This design comes from an exercise in tuning for small area, a short achievable clock period and few clock cycles per item on the open sky130 flow, not from production work.
The RTL was checked by simulation tests, not by an equivalence proof against the original design.
Power and IR drop assume default switching activity.

`config.mk`:
```
export PLATFORM = sky130hd
export DESIGN_NAME = hue_chroma_key_alpha_unit
export DESIGN_NICKNAME = hue_chroma_key_alpha_unit
export VERILOG_FILES = /design/flow/design.v
export SDC_FILE = /design/flow/constraint.sdc
export NUM_CORES = 4
export LEC_CHECK = 0
export CAP_MARGIN = 20
export CORE_MARGIN = 2
export CORE_UTILIZATION = 40
export SLEW_MARGIN = 20
```
`constraint.sdc`:
```
create_clock -name core_clock -period 6.0 [get_ports {aclk}]
set_input_delay 1.2000 -clock core_clock [delete_from_list [all_inputs] [get_ports {aclk}]]
set_output_delay 1.2000 -clock core_clock [all_outputs]
set_load 0.01 [all_outputs]
```
`design.v`:
```
`timescale 1ns / 1ps
package hcka_pkg;
    localparam int CH_W      = 8;
    localparam int HUE_W     = 9;
    localparam int DIFF_W    = CH_W + 1;
    localparam int PROD_W    = 17;
    localparam int NUM_W     = PROD_W + 2;
    localparam int CFG_IDX_W = 1;
    localparam int CFG_W     = HUE_W;
    localparam int S_DATA_W  = 24;
    localparam int M_DATA_W  = 32;
    localparam logic [CFG_IDX_W-1:0] REG_HUE_LOW  = 1'b0;
    localparam logic [CFG_IDX_W-1:0] REG_HUE_HIGH = 1'b1;
    localparam logic [HUE_W-1:0] HUE_LOW_RST  = 9'd131;
    localparam logic [HUE_W-1:0] HUE_HIGH_RST = 9'd145;
    localparam logic [CH_W-1:0] ALPHA_KEYED  = 8'd0;
    localparam logic [CH_W-1:0] ALPHA_OPAQUE = 8'd255;
    typedef enum logic [1:0] {
        SEC_RED   = 2'b00,
        SEC_GREEN = 2'b01,
        SEC_BLUE  = 2'b10
    } sector_t;
    typedef struct packed {
        sector_t                   sector;
        logic [CH_W-1:0]           delta;
        logic signed [DIFF_W-1:0]  diff;
    } sector_info_t;
endpackage
`timescale 1ns / 1ps
import hcka_pkg::*;
module hcka_sector (
    input  logic [hcka_pkg::CH_W-1:0] red,
    input  logic [hcka_pkg::CH_W-1:0] green,
    input  logic [hcka_pkg::CH_W-1:0] blue,
    output hcka_pkg::sector_info_t    info
);
    logic [CH_W-1:0]          ch_max;
    logic [CH_W-1:0]          ch_min;
    logic signed [DIFF_W-1:0] r_s;
    logic signed [DIFF_W-1:0] g_s;
    logic signed [DIFF_W-1:0] b_s;
    assign r_s = $signed({1'b0, red});
    assign g_s = $signed({1'b0, green});
    assign b_s = $signed({1'b0, blue});
    always_comb begin
        ch_max = red;
        ch_min = red;
        if (green > ch_max) ch_max = green;
        if (blue > ch_max) ch_max = blue;
        if (green < ch_min) ch_min = green;
        if (blue < ch_min) ch_min = blue;
        info.delta = ch_max - ch_min;
        priority if (red >= green && red >= blue) begin
            info.sector = SEC_RED;
            info.diff   = g_s - b_s;
        end else if (green >= blue) begin
            info.sector = SEC_GREEN;
            info.diff   = b_s - r_s;
        end else begin
            info.sector = SEC_BLUE;
            info.diff   = r_s - g_s;
        end
    end
endmodule
`timescale 1ns / 1ps
import hcka_pkg::*;
module hue_chroma_key_alpha_unit (
    input  logic                               aclk,
    input  logic                               aresetn,
    input  logic                               s_tvalid,
    output logic                               s_tready,
    input  logic [hcka_pkg::S_DATA_W-1:0]      s_tdata,    
    output logic                               m_tvalid,
    input  logic                               m_tready,
    output logic [hcka_pkg::M_DATA_W-1:0]      m_tdata,    
    input  logic                               cfg_wr_en,
    input  logic [hcka_pkg::CFG_IDX_W-1:0]     cfg_index,
    input  logic [hcka_pkg::CFG_W-1:0]         cfg_wdata
);
    logic [HUE_W-1:0] hue_low_reg;
    logic [HUE_W-1:0] hue_high_reg;
    logic en1, en2, en3, en4;
    logic v1_reg, v2_reg, v3_reg;
    hcka_pkg::sector_info_t     sec_info;
    hcka_pkg::sector_info_t     s1_info_reg;
    logic [S_DATA_W-1:0] s1_rgb_reg;
    logic [S_DATA_W-1:0] s2_rgb_reg;
    logic [S_DATA_W-1:0] s3_rgb_reg;
    logic [PROD_W-1:0]       d17;
    logic [PROD_W-1:0]       base_next;
    logic signed [NUM_W-1:0] diff_ext;
    logic signed [NUM_W-1:0] diff60;
    logic signed [NUM_W-1:0] num_next;
    logic [PROD_W-1:0]       d360_next;
    logic [PROD_W-1:0]       lowd_next;
    logic [PROD_W-1:0]       highd_next;
    logic signed [NUM_W-1:0] s2_num_reg;
    logic [PROD_W-1:0]       s2_d360_reg;
    logic [PROD_W-1:0]       s2_lowd_reg;
    logic [PROD_W-1:0]       s2_highd_reg;
    logic signed [NUM_W-1:0] wrap_sum;
    logic [PROD_W-1:0]       hue_num_next;
    logic [PROD_W-1:0]       s3_num_reg;
    logic [PROD_W-1:0]       s3_lowd_reg;
    logic [PROD_W-1:0]       s3_highd_reg;
    logic [CH_W-1:0] alpha_next;
    logic [CH_W-1:0] out_alpha;
    logic            out_grey;
    assign en4      = !m_tvalid || m_tready;
    assign en3      = !v3_reg || en4;
    assign en2      = !v2_reg || en3;
    assign en1      = !v1_reg || en2;
    assign s_tready = en1;
    always_ff @(posedge aclk) begin
        if (!aresetn) begin
            hue_low_reg  <= HUE_LOW_RST;
            hue_high_reg <= HUE_HIGH_RST;
        end else if (cfg_wr_en) begin
            unique case (cfg_index)
                REG_HUE_LOW:  hue_low_reg  <= cfg_wdata;
                REG_HUE_HIGH: hue_high_reg <= cfg_wdata;
                default: ;
            endcase
        end
    end
    always_ff @(posedge aclk) begin
        if (!aresetn) begin
            v1_reg   <= 1'b0;
            v2_reg   <= 1'b0;
            v3_reg   <= 1'b0;
            m_tvalid <= 1'b0;
        end else begin
            if (en1) v1_reg   <= s_tvalid;
            if (en2) v2_reg   <= v1_reg;
            if (en3) v3_reg   <= v2_reg;
            if (en4) m_tvalid <= v3_reg;
        end
    end
    hcka_sector u_sector (
        .red   (s_tdata[7:0]),
        .green (s_tdata[15:8]),
        .blue  (s_tdata[23:16]),
        .info  (sec_info)
    );
    always_ff @(posedge aclk) begin
        if (en1) begin
            s1_info_reg <= sec_info;
            s1_rgb_reg  <= s_tdata;
        end
    end
    assign d17      = {{(PROD_W-CH_W){1'b0}}, s1_info_reg.delta};
    assign diff_ext = {{(NUM_W-DIFF_W){s1_info_reg.diff[DIFF_W-1]}}, s1_info_reg.diff};
    assign diff60   = (diff_ext <<< 6) - (diff_ext <<< 2);
    always_comb begin
        unique case (s1_info_reg.sector)
            SEC_RED:   base_next = '0;
            SEC_GREEN: base_next = (d17 << 7) - (d17 << 3);
            SEC_BLUE:  base_next = (d17 << 8) - (d17 << 4);
            default:   base_next = '0;
        endcase
    end
    assign num_next   = $signed({2'b00, base_next}) + diff60;
    assign d360_next  = (d17 << 8) + (d17 << 6) + (d17 << 5) + (d17 << 3);
    assign lowd_next  = {{(PROD_W-HUE_W){1'b0}}, hue_low_reg} * d17;
    assign highd_next = {{(PROD_W-HUE_W){1'b0}}, hue_high_reg} * d17;
    always_ff @(posedge aclk) begin
        if (en2) begin
            s2_num_reg   <= num_next;
            s2_d360_reg  <= d360_next;
            s2_lowd_reg  <= lowd_next;
            s2_highd_reg <= highd_next;
            s2_rgb_reg   <= s1_rgb_reg;
        end
    end
    assign wrap_sum     = s2_num_reg + $signed({2'b00, s2_d360_reg});
    assign hue_num_next = s2_num_reg[NUM_W-1] ? wrap_sum[PROD_W-1:0]
                                              : s2_num_reg[PROD_W-1:0];
    always_ff @(posedge aclk) begin
        if (en3) begin
            s3_num_reg   <= hue_num_next;
            s3_lowd_reg  <= s2_lowd_reg;
            s3_highd_reg <= s2_highd_reg;
            s3_rgb_reg   <= s2_rgb_reg;
        end
    end
    assign alpha_next = (s3_num_reg > s3_lowd_reg && s3_num_reg < s3_highd_reg) ?
                        ALPHA_KEYED : ALPHA_OPAQUE;
    always_ff @(posedge aclk) begin
        if (en4) begin
            m_tdata <= {alpha_next, s3_rgb_reg};
        end
    end
    assign out_alpha = m_tdata[31:24];
    assign out_grey  = (m_tdata[7:0] == m_tdata[15:8]) && (m_tdata[15:8] == m_tdata[23:16]);
endmodule
```
`run.sh`:
```
#!/bin/bash
# synth_recipe.tcl (not shown) runs the flow's synth.tcl, then flattens the netlist and writes it again
# the make line also repeats each setting of config.mk as NAME=value (left out here)
make -C /OpenROAD-flow-scripts/flow DESIGN_CONFIG=/design/flow/config.mk WORK_HOME=/design/flow/orfs CLKGATE_MAP_FILE= SYNTH_SCRIPT=/design/flow/synth_recipe.tcl finish
```
==> notes.md <==
-- cells in the mapped netlist (27+ instances only) --
| master | number | area (µm²) |
|---|---|---|
| nand2_1 | 154 | 578 |
| fa_1 | 108 | 2160 |
| o21ai_0 | 42 | 210 |
| xor2_1 | 27 | 236 |
| a21o_1 | 40 | 300 |
| a21oi_1 | 77 | 385 |
| edfxtp_1 | 229 | 6880 |
| nor2_1 | 48 | 180 |
| inv_1 | 226 | 848 |
| xnor2_1 | 61 | 534 |
| ha_1 | 206 | 2580 |
| clkbuf_1 | 34 | 128 |
| and2_1 | 80 | 500 |
-- worst reg2reg max path, cell delays in order, from the launching register on --
cell and delay (ns):
edfxtp_1 0.74, and2_1 0.37, fa_1 0.47, fa_1 0.56
inv_1 0.05, fa_1 0.47, fa_1 0.54, inv_1 0.04
ha_1 0.32, inv_1 0.07, o21a_1 0.14, o21ai_0 0.14
a211oi_1 0.29, a21oi_1 0.14, a21o_1 0.19, a21oi_1 0.16
xnor2_1 0.10
-- power by group through the flow --
stage | registers, mW | logic [mW] | clock network (mW)
final | 3.30 | 7.04 | 1.73
after global routing | 3.37 | 8.08 | 1.86
after CTS | 3.31 | 7.10 | 1.79
after detailed placement | 3.35 | 7.02 | 0
after global placement | 3.32 | 6.85 | 0
after floorplan | 3.09 | 5.46 | 0
-- logic make-up after synthesis --
group / Yosys count / synth area share (%)
AOI/OAI and AO/OA: 263 / 9.54
and+or+nand+nor: 398 / 11.1
buffers and inverters: 275 / 5.92
DFF: 251 / 40.7
muxes: 36 / 2.09
adders and majority gates: 314 / 26.4
xor gates and xnor gates: 88 / 4.29
-- worst paths after layout --
check,startpoint,endpoint,slack [ns],cells past startpoint
max,s_tdata[11],s1_info_reg[16]$_DFFE_PP_,0.37,28
min,s2_lowd_reg[14]$_DFFE_PP_,s3_lowd_reg[14]$_DFFE_PP_,0.41,0
max reg2reg,s1_info_reg[13]$_DFFE_PP_,s2_highd_reg[16]$_DFFE_PP_,0.95,16
min reg2reg,s2_lowd_reg[14]$_DFFE_PP_,s3_lowd_reg[14]$_DFFE_PP_,0.41,0
-- layer usage --
metal  wire [µm]  GRT usage, %  part of all wire [%]
met5           0             0                     0
met3        1650          2.82                   4.1
met4         590          3.93                   1.5
met2       18200          28.3                    45
met1       19800          25.3                    49
-- layout make-up --
class,instances,area [µm²]
clock buffer,31,712
multi-input combinational,1099,9630
sequential,251,7320
tap,592,741
timing repair buffer,176,1500
clock inverter,18,219
fill,4141,23300
inverter,227,853
==> qor.txt <==
Slew HR - 25.2%
Syn Area/Cell - 11.1 µm²
Final Instance Area - 21000 µm²
IO buf count - 72
Largest net degree at the start of global routing - 74
First-pass GRT wire length - 65.0 mm
Critical setup path kind - primary input to flop
Synth cell types - 64
Ys Warns - 2
Sw frac - 40.3%
CP endpoint kind - flop
Nets@finish - 2136
Setup ws final - 0.370 ns
Post-route DRC - 0
CTS sink cnt - 251
Ys flop type - edfxtp_1
Comb power frac - 58.3%
P_leak - 9.59 nW
Number of flip-flops in the largest register - 25
Die W - 216 µm
P_sw - 4.87 mW
Most frequent cells in the layout - edfxtp_1 (229), inv_1 (225), ha_1 (205)
Worst IR Drop VDD - 0.000349 V
F_max - 0.178 GHz
Gate Count Post-Synth - 1625
Clock period minus worst slack - 5.63 ns
Vias per inst - 4.96
Clock Path Buffers - 3
TritonCTS clock tree - yes
DIE AREA - 46700 µm²
Initial Util - 40.6%
RSZ-0062 raised after global routing - no
Max-slew violations - 0
Vias in the first global route - 12.3k
CTS Buf Count - 28
Global route overflow - 0
Routed WL - 40.2 mm
Skew final - 0.0212 ns
CTS Root Cell - clkbuf_16
Area growth syn-to-layout - 16.6%
Critical Path Max Stage Delay - 0.53 ns
Cts hold-fix bufs - 0
Flop pwr share - 27.4%
Power per cell area - 576 nW/µm²
Syn_nets - 1978
Routed len/inst - 16.8 µm
Total power - 12.1 mW
DRT iter0 DRCs - 721
Post-synth ARST share - 0%
GPL Wtd Cong - 0.900
Crit path buf inv count - 5
Die height - 216 µm
Gr usage total - 17.7%
Pre-CTS setup slack - -0.215 ns
Hold Crit Class - flop to flop
Status - no timing/DRC/antenna violations
Placed cells - 2345
Post-synth EDFFs - 229
Slowest stage cell, crit path - or4b_4
TritonRoute pass-1 iters - 4
Final core utilization - 47.3%
Mapped cell area - 18000 µm²
Skew-Pair Late Insertion Delay - 0.57 ns
Biggest register - m_tdata
Commonest non-fill, non-tap cell in the layout - edfxtp_1
Post-CTS Setup Repair Bufs - 0
# rows - 77
Final Hold Slack - 0.411 ns
Crit path max-delay family - compound AO/OA/AOI/OAI gates
Via count - 11.9k
Arr. time, crit path - 5.95 ns
Placement-stage cell area - 20000 µm²
Final Hold Vio Count - 0
Hpwl dp - 31.3 mm
Startpoint Class - primary input
Post-route non-filler standard cell count - 2394
Final period util - 93.8%
Clock-pin slew on the worst setup and hold paths - 0.06 ns
CP required - 6.32 ns
H-tree depth - 1
Slew @ Worst Pin - 1.12 ns
Pint - 7.21 mW
Share of cells above drive strength 1 - 10.0%
Post-route antenna net violation count - 0
Resized cells post-CTS - 0
# setup viols final - 0
Sequential area share after synthesis - 40.7%
Setup TNS - 0 ns
Clk pwr share - 14.3%
Max Cap Viol - 0
Ant diodes - 0
Top Ports - 73
Core ar. - 44300 µm²
CP Max Fanout - 13
Initial antenna violation count - 1
Synthesis-stage register bit count - 251
Testbench counts, summed over its fixed seeds: cycles 16,416, items 16,384.

static timing again, ports no longer ideal:
The results above use ideal ports. As a check the final layout listed here was re-extracted and re-timed, cells and wires unchanged.
Step 1 (the two cells are an assumption about what drives the block):
set clk [get_ports {aclk}]
set_driving_cell -lib_cell sky130_fd_sc_hd__clkbuf_16 $clk
set_driving_cell -lib_cell sky130_fd_sc_hd__buf_2 [delete_from_list [all_inputs] $clk]
Step 2 also shifts input and output timing later by t, the mid clock arrival at the registers, as if the neighbouring blocks saw the same clock.
Slacks: no drivers / after step 1 / after step 2; pairs: no drivers / after step 1.
t (ns): 0.613
setup WS [ns]: 0.370 / 0.396 / -0.217
cell pins on the clock port's net: 1
Met with ideal ports but missed after step 2: setup timing in this run. For this run, drivers alone change the setup slack by +0.026 ns; drivers and shift together by -0.587 ns.
